Source: an optimization exercise on an open RTL-to-GDS flow (aim: small area and a short achievable clock period). Production flows keep margins and buffers that such runs may drop.
The RTL was checked by simulation tests, not by an equivalence proof against the original design.
The flow treats the clock pin as an ideal source, which a real chip does not have.
No activity file was given, so power comes from the tool's default toggle rates.

## alpha
==> flow/design.v (excerpt) <==
module spu_wb_collector #(
  parameter int DATA_W   = 128,
  parameter int DEPTH    = 16,
  parameter int STALL_TH = 4,
  localparam int RECW    = DATA_W + 8,
  localparam int AW      = $clog2(DEPTH),
  localparam int CW      = $clog2(DEPTH) + 1
) (
  input  logic              clk,
  input  logic              rst,
  input  logic              wb_valid_ep,
  input  logic [6:0]        wb_rt_addr_ep,
  input  logic [DATA_W-1:0] wb_data_ep,
  input  logic              wb_valid_op,
  input  logic [6:0]        wb_rt_addr_op,
  input  logic [DATA_W-1:0] wb_data_op,
  output logic              out_valid,
  input  logic              out_ready,
  output logic [RECW-1:0]   out_rec,
  output logic [CW-1:0]     count,
  output logic              stall_issue,
  output logic              overflow,
  output logic [15:0]       drop_cnt
);
For scale: about 5000 cells after synthesis, roughly 440 I/O pins, about 88000 sq um of cells after synthesis.
clock: 5.5 ns
lec_check: 0
cap_margin: 20
core_margin: 2
core_utilization: 65
cts_cluster_diameter: 90
cts_cluster_size: 25
setup_slack_margin: 3.1
slew_margin: 20
tns_end_percent: 0
standard.sh (not shown) runs the stock make flow with config.mk's settings and CLKGATE_MAP_FILE= SYNTH_SCRIPT=/design/flow/synth_recipe.tcl, a recipe that flattens the netlist after the stock synthesis.
==> flow/flow/run.sh <==
#!/bin/bash
# Standard ORFS layout, except that the port buffers buffer_ports inserts are plain buf_1
# cells instead of the tool's default pick (a slow delay-buffer cell).
set -euo pipefail
export BUFFER_PORTS_ARGS="-buffer_cell sky130_fd_sc_hd__buf_1"
bash standard.sh finish > flow_standard.log 2>&1
Setup changes, alpha to beta
# alpha
export LEC_CHECK = 0
export CAP_MARGIN = 20
export CORE_MARGIN = 2
export CORE_UTILIZATION = 65
export CTS_CLUSTER_DIAMETER = 90
export CTS_CLUSTER_SIZE = 25
export SETUP_SLACK_MARGIN = 3.1
export SLEW_MARGIN = 20
export TNS_END_PERCENT = 0
create_clock -name core_clock -period 5.5 [get_ports {clk}]
# beta
export LEC_CHECK = 0
export CAP_MARGIN = 20
export CORE_MARGIN = 2
export CORE_UTILIZATION = 65
export SETUP_SLACK_MARGIN = 3.1
export SLEW_MARGIN = 20
export TNS_END_PERCENT = 0
create_clock -name core_clock -period 5.5 [get_ports {clk}]
Results
Changes observed in beta relative to alpha: detailed-route via count climbed 319; count of clock-buffer cells in the layout climbed 140. From alpha to beta the numbers moved as follows: logic gate share of total power now sits lower; normalized max-slew margin level; number of synthesized register bits did not really move; top fanout value on the critical path increased by 64% relative to the old numbers.

========
## the previous run
The RTL this note starts from:
==> flow/design.v <==
module spu_wb_collector #(
  parameter int DATA_W   = 128,
  parameter int DEPTH    = 16,
  parameter int STALL_TH = 4,
  localparam int RECW    = DATA_W + 8,
  localparam int AW      = $clog2(DEPTH),
  localparam int CW      = $clog2(DEPTH) + 1
) (
  input  logic              clk,
  input  logic              rst,
  input  logic              wb_valid_ep,
  input  logic [6:0]        wb_rt_addr_ep,
  input  logic [DATA_W-1:0] wb_data_ep,
  input  logic              wb_valid_op,
  input  logic [6:0]        wb_rt_addr_op,
  input  logic [DATA_W-1:0] wb_data_op,
  output logic              out_valid,
  input  logic              out_ready,
  output logic [RECW-1:0]   out_rec,
  output logic [CW-1:0]     count,
  output logic              stall_issue,
  output logic              overflow,
  output logic [15:0]       drop_cnt
);
  localparam int MS = DEPTH - 1;    
  localparam int NB = 3;            
  localparam int ST = DEPTH - STALL_TH;   
  logic [MS-1:0]    wr_oh_q, rd_oh_q;
  logic [CW-1:0]    count_q;
  logic [DEPTH:0]   occ_q;          
  logic             nonempty_q, stall_q;
  logic             overflow_q;
  logic [15:0]      drop_cnt_q;
  logic [RECW-1:0]  head_q;
  logic [RECW-1:0]  mem_q [MS];
  logic             full, c15, c0, c1, pop;
  logic             ok_wr, ok_wr1;
  logic             acc_ep, acc_op, drop_ep, drop_op;
  logic             dm1, d0, d1, d2;
  logic [DEPTH:0]   ge;
  logic [CW-1:0]    count_d;
  logic [DEPTH:0]   occ_d;
  logic             nonempty_d, stall_d;
  logic [15:0]      drop_p1, drop_p2, drop_d;
  logic             take_head, head_en, sel_a, sel_hep, sel_hop;
  logic [RECW-1:0]  rec_ep, rec_op, head_d;
  logic [MS-1:0]    rd_sel;
  logic [NB-1:0]    wr_bank;
  logic [RECW-1:0]  bank_d [NB];
  logic [MS-1:0]    we, we_rdy, we_nrdy;
  assign rec_ep = {1'b0, wb_rt_addr_ep, wb_data_ep};
  assign rec_op = {1'b1, wb_rt_addr_op, wb_data_op};
  always_comb begin
    c0        = occ_q[0];
    c1        = occ_q[1];
    c15       = occ_q[DEPTH-1];
    full      = occ_q[DEPTH];
    for (int k = 0; k <= DEPTH; k++) begin
      ge[k] = 1'b0;
      for (int j = k; j <= DEPTH; j++) ge[k] = ge[k] | occ_q[j];
    end
    pop       = ~c0 & out_ready;
    ok_wr     = ~full | out_ready;                  
    ok_wr1    = ~(full | c15) | (c15 & out_ready);  
    acc_ep    = wb_valid_ep & ok_wr;
    acc_op    = wb_valid_op & (wb_valid_ep ? ok_wr1 : ok_wr);
    drop_ep   = wb_valid_ep & ~acc_ep;
    drop_op   = wb_valid_op & ~acc_op;
    dm1       = pop & ~acc_ep & ~acc_op;
    d2        = ~pop & acc_ep & acc_op;
    d1        = pop ? (acc_ep & acc_op) : (acc_ep ^ acc_op);
    d0        = ~(dm1 | d1 | d2);
    count_d   = ({CW{dm1}} & (count_q - CW'(1))) | ({CW{d0}} & count_q) |
                ({CW{d1}}  & (count_q + CW'(1))) | ({CW{d2}} & (count_q + CW'(2)));
    occ_d     = ({(DEPTH+1){dm1}} & (occ_q >> 1)) | ({(DEPTH+1){d0}} & occ_q) |
                ({(DEPTH+1){d1}}  & (occ_q << 1)) | ({(DEPTH+1){d2}} & (occ_q << 2));
    nonempty_d = ~((dm1 & c1) | (d0 & c0));
    stall_d   = (dm1 & ge[ST+1]) | (d0 & ge[ST]) | (d1 & ge[ST-1]) | (d2 & ge[ST-2]);
    drop_p1   = (&drop_cnt_q) ? drop_cnt_q : drop_cnt_q + 16'd1;
    drop_p2   = (&drop_cnt_q[15:1]) ? 16'hFFFF : drop_cnt_q + 16'd2;
    drop_d    = (drop_ep & drop_op) ? drop_p2 : (drop_ep | drop_op) ? drop_p1 : drop_cnt_q;
    take_head = c0 | (c1 & out_ready);
    head_en   = c0 | out_ready;
    sel_hep   = take_head & wb_valid_ep;
    sel_hop   = take_head & ~wb_valid_ep;
    rd_sel    = rd_oh_q & {MS{~c0 & ~c1 & out_ready}};
    sel_a     = wb_valid_ep & ~take_head;
    for (int b = 0; b < NB; b++) begin
      wr_bank[b] = 1'b0;
      for (int e = b; e < MS; e += NB) wr_bank[b] = wr_bank[b] | wr_oh_q[e];
      bank_d[b] = (wr_bank[b] & sel_a) ? rec_ep : rec_op;
    end
    for (int e = 0; e < MS; e++) begin
      we_rdy[e]  = wr_oh_q[e] | (wr_oh_q[(e + MS - 1) % MS] & ~full);
      we_nrdy[e] = ~full & (wr_oh_q[e] | (wr_oh_q[(e + MS - 1) % MS] & ~c15));
      we[e]      = out_ready ? we_rdy[e] : we_nrdy[e];
    end
    head_d = (rec_ep & {RECW{sel_hep}}) | (rec_op & {RECW{sel_hop}}) | (head_q & {RECW{~head_en}});
    for (int e = 0; e < MS; e++)
      head_d = head_d | (mem_q[e] & {RECW{rd_sel[e]}});
  end
  always_ff @(posedge clk or negedge rst) begin
    if (!rst) begin
      wr_oh_q    <= MS'(1);
      rd_oh_q    <= MS'(1);
      count_q    <= '0;
      occ_q      <= (DEPTH+1)'(1);
      nonempty_q <= 1'b0;
      stall_q    <= 1'b0;
      overflow_q <= 1'b0;
      drop_cnt_q <= '0;
    end else begin
      case ({acc_ep | acc_op, acc_ep & acc_op, take_head})
        3'b100, 3'b111: wr_oh_q <= {wr_oh_q[MS-2:0], wr_oh_q[MS-1]};
        3'b110:         wr_oh_q <= {wr_oh_q[MS-3:0], wr_oh_q[MS-1:MS-2]};
        default:        wr_oh_q <= wr_oh_q;
      endcase
      if (out_ready & ~c0 & ~c1) rd_oh_q <= {rd_oh_q[MS-2:0], rd_oh_q[MS-1]};
      count_q    <= count_d;
      occ_q      <= occ_d;
      nonempty_q <= nonempty_d;
      stall_q    <= stall_d;
      overflow_q <= overflow_q | drop_ep | drop_op;
      drop_cnt_q <= drop_d;
    end
  end
  always_ff @(posedge clk) begin
    head_q <= head_d;
  end
  for (genvar e = 0; e < MS; e++) begin : g_slot
    always_ff @(posedge clk) begin
      if (we[e]) mem_q[e] <= bank_d[e % NB];
    end
  end
  assign out_valid   = nonempty_q;
  assign out_rec     = head_q;
  assign count       = count_q;
  assign stall_issue = stall_q;
  assign overflow    = overflow_q;
  assign drop_cnt    = drop_cnt_q;
endmodule
==> flow/config.mk <==
export PLATFORM = sky130hd
export DESIGN_NAME = spu_wb_collector
export DESIGN_NICKNAME = spu_wb_collector
export VERILOG_FILES = /design/flow/design.v
export SDC_FILE = /design/flow/constraint.sdc
export NUM_CORES = 4
export LEC_CHECK = 0
export CAP_MARGIN = 20
export CORE_MARGIN = 2
export CORE_UTILIZATION = 72
export CTS_CLUSTER_DIAMETER = 90
export CTS_CLUSTER_SIZE = 25
export SETUP_SLACK_MARGIN = 3.1
export SLEW_MARGIN = 20
export TNS_END_PERCENT = 0
==> flow/constraint.sdc <==
create_clock -name core_clock -period 5.5 [get_ports {clk}]
set_input_delay 1.1000 -clock core_clock [delete_from_list [all_inputs] [get_ports {clk}]]
set_output_delay 1.1000 -clock core_clock [all_outputs]
set_load 0.01 [all_outputs]
==> flow/flow/run.sh <==
#!/bin/bash
# Standard ORFS layout with two changes:
# - the port buffers buffer_ports inserts are plain buf_1 cells instead of the tool's default
#   pick (a slow delay-buffer cell);
# - before CTS, flow/up_outputs.tcl gives each output port's buffer and the flip-flop driving
#   it a stronger drive (same cell types, larger sizes), which repair_timing does not do itself.
set -euo pipefail
here=$(pwd)
export BUFFER_PORTS_ARGS="-buffer_cell sky130_fd_sc_hd__buf_1"
export PRE_CTS_TCL="$here/flow/up_outputs.tcl"
bash standard.sh finish > flow_standard.log 2>&1
==> flow/flow/up_outputs.tcl <==
# Upsize each output port's buffer and the flip-flop that drives it (drive strength only).
proc my_drv_inst {net} {
  foreach it [$net getITerms] {
    if {[$it isOutputSignal]} { return [$it getInst] }
  }
  return ""
}
set my_db [ord::get_db]
set my_block [ord::get_db_block]
foreach bt [$my_block getBTerms] {
  if {[$bt getIoType] ne "OUTPUT"} { continue }
  set b [my_drv_inst [$bt getNet]]
  if {$b eq ""} { continue }
  set bm [[$b getMaster] getName]
  if {![string match "sky130_fd_sc_hd__buf_*" $bm]} { continue }
  $b swapMaster [$my_db findMaster sky130_fd_sc_hd__buf_2]
  set in_net ""
  foreach it [$b getITerms] {
    if {[$it isInputSignal]} { set in_net [$it getNet] }
  }
  if {$in_net eq ""} { continue }
  set f [my_drv_inst $in_net]
  if {$f eq ""} { continue }
  set fm [[$f getMaster] getName]
  if {[regexp {^(sky130_fd_sc_hd__(dfxtp|dfrtp|dfstp))_[0-9]+$} $fm -> base]} {
    $f swapMaster [$my_db findMaster ${base}_4]
  }
}
Every stage of the flow completed for the previous run, and the final layout passed the timing, DRC and antenna checks.
#### Input delta (the current run over the previous run)
Settings: CORE_UTILIZATION: 72 -> 65.
Both conditions hold for the current run: the flow ran to the end and the final layout passed the timing, DRC and antenna checks.
Non-clock buffer count: the current run vs the previous run up 52
The current run ended up with a lower actual transition at the worst max-transition pin than the previous run did.
On clock skew after layout, the current run tracks the previous run almost exactly.
Timing endpoint of the critical path = mem_q[5][62]: the current run; timing endpoint of the critical path = mem_q[12][88]: the previous run
The worst vdd rail ir drop of the current run is higher than that of the previous run.

========
the baseline:
Starts from the design.v that is shown in full above.
export LEC_CHECK = 0
export CAP_MARGIN = 20
export CORE_MARGIN = 2
export CORE_UTILIZATION = 65
export CTS_CLUSTER_DIAMETER = 90
export CTS_CLUSTER_SIZE = 25
export SETUP_SLACK_MARGIN = 3.1
export SLEW_MARGIN = 20
export TNS_END_PERCENT = 30
create_clock -name core_clock -period 5.5 [get_ports {clk}]
Scripts as last shown in full above: flow/flow/run.sh, flow/flow/up_outputs.tcl
> inputs changed (the baseline -> the candidate)
Settings: TNS_END_PERCENT now 10, was 30.
Notes after the runs:
The candidate ran to completion and came out clean on the timing, DRC and antenna checks. Relative to the baseline, slew at the pin with the worst max-slew slack has increased by 0.0091 ns in the candidate. [compare] base=the baseline new=the candidate: worst slack on hold paths flat; time the final worst path needs with I/O delays and setup lost 0.069 ns. The candidate packs its core more tightly than the baseline. Per the comparison of the candidate with the baseline, cell count now sits at about the same level, power share of the clock group closely matched the old numbers, max-capacitance violation count ~0 delta, wire length of the first global-routing pass down 1.8%. The total number of vias of the baseline and that of the candidate are within noise of each other. Multiplexer fraction of the synthesized cell area: the baseline vs the candidate identical.

========
## run 1
spu_wb_collector, a different RTL version from the one above (not shown whole).
For scale: about 2200 flip-flops, roughly 440 I/O pins, about 0.086 mm2 of cells after synthesis.
Settings: LEC_CHECK=0, CAP_MARGIN=20, CORE_MARGIN=2, CORE_UTILIZATION=50, SETUP_SLACK_MARGIN=2.8, SLEW_MARGIN=20; clock period 5.5 ns.
==> flow/flow/run.sh <==
#!/bin/bash
# Standard ORFS layout, except that the port buffers buffer_ports inserts are plain buf_2
# cells instead of the tool's default pick (a slow delay-buffer cell).
set -euo pipefail
export BUFFER_PORTS_ARGS="-buffer_cell sky130_fd_sc_hd__buf_2"
bash standard.sh finish > flow_standard.log 2>&1
Run 1 finished every step from synthesis to the final layout, and the layout passed the timing, DRC and antenna checks.
diff inputs: run 1 => run 2
==> flow/run.sh (new file) <==
#!/bin/bash
# synth_recipe.tcl (not shown) runs the flow's synth.tcl, then flattens the netlist and writes it again
# the make line also repeats each setting of config.mk as NAME=value (left out here)
make -C /OpenROAD-flow-scripts/flow DESIGN_CONFIG=/design/flow/config.mk WORK_HOME=/design/flow/orfs CLKGATE_MAP_FILE= SYNTH_SCRIPT=/design/flow/synth_recipe.tcl finish
removed: flow/flow/run.sh
removed: flow/standard.sh
### Flow results
Between run 2 and run 1, it is run 2 whose register-to-register slack is higher, by 90 ps.
The higher wire length of the first global-routing pass of run 2 and run 1 is in run 2.
Against run 1, wire length in run 2 came out worse.
Run 2 vs run 1 on post-route minimum period: run 2 is the lower one.
The higher buffering overhead came out of run 2.
Cell count in run 2 is 52 higher than in run 1
Slack of the critical path (higher): run 2
In the flow results for run 2 and run 1, the area added between synthesis and finish is larger on run 2.
In the flow results for run 2 and run 1, the clock group share of total power is smaller on run 2.
Run 2 has final period utilization below what run 1 had.
## Diff of input files: run 3 against run 2
Settings: setting TNS_END_PERCENT to 0 for the first time; changing SETUP_SLACK_MARGIN from 2.8 to 3.05; changing CORE_UTILIZATION from 50 to 65.
==> flow/flow/run.sh (new file) <==
#!/bin/bash
# Standard ORFS layout, except that the port buffers buffer_ports inserts are plain buf_2
# cells instead of the tool's default pick (a slow delay-buffer cell).
set -euo pipefail
export BUFFER_PORTS_ARGS="-buffer_cell sky130_fd_sc_hd__buf_1"
bash standard.sh finish > flow_standard.log 2>&1
==> flow/standard.sh (new file) <==
#!/bin/bash
# synth_recipe.tcl (not shown) runs the flow's synth.tcl, then flattens the netlist and writes it again
# the make line also repeats each setting of config.mk as NAME=value (left out here)
make -C /OpenROAD-flow-scripts/flow DESIGN_CONFIG=/design/flow/config.mk WORK_HOME=/design/flow/orfs CLKGATE_MAP_FILE= SYNTH_SCRIPT=/design/flow/synth_recipe.tcl "${@:-finish}"
removed: flow/run.sh
### Flow results
- Leakage power summed over all cells was lower in run 3 than in run 2.
- Sequential cell area share sits higher in run 3 than in run 2.
- Going from run 2 to run 3, the final critical delay including setup and external delays was found to have gone up by 36 ps.
- [run 3] maximum fanout count along the critical path fell 2 relative to run 2
- | placement row count | run 3 vs run 2 | about 13% lower |
- Fraction of power consumed by combinational cells: run 3 vs run 2 down 1.3 points
- Taking run 3 as 1.0, run 2 lands at 1.16 on total wire length.
- Run 2 reports its critical path endpoint as drop_cnt_q[4] while run 3 reports stall_q.
- The share of final layout cell area taken by non-clock buffers reported for run 3 is smaller than that of run 2 by 4.5 points.
- Run 3 ends up with a number of inserted filler cells in the final layout that is about 35% lower than in run 2.

==> re-timing with driven ports <==
The flow's constraints put no driver on any port. The routed layouts listed below were extracted and timed again, unchanged, in two steps.
Step 1 sets driving cells, clkbuf_16 on the clock port and buf_2 on the other inputs (assumed; they add their load-dependent delay and slew).
Step 2 also shifts input and output timing later by t, the mid clock arrival at the registers, as if the neighbouring blocks saw the same clock.
a / b / c = no drivers / after step 1 / after step 2; a / b = the first two.
run	shift t [ns]	slack for setup (ns)	worst slew at a driven data input, ns
alpha	0.845	2.778 / 2.778 / 2.033	0.20
beta	0.919	2.781 / 2.736 / 2.016	0.21
the previous run	0.825	2.620 / 2.620 / 1.881	0.19
the current run	0.843	2.882 / 2.897 / 2.067	0.20
the baseline	0.845	2.838 / 2.838 / 2.128	0.20
the candidate	0.844	2.907 / 2.899 / 2.157	0.19
run 1	0.927	2.451 / 2.451 / 1.579	0.17
run 2	0.931	2.545 / 2.545 / 1.683	0.16
run 3	0.909	2.509 / 2.517 / 1.666	0.16
After both steps every run listed still meets setup and hold. The setup slack of run 1, which loses most, moves by 0.000 ns with the drivers and by -0.872 ns with both steps.
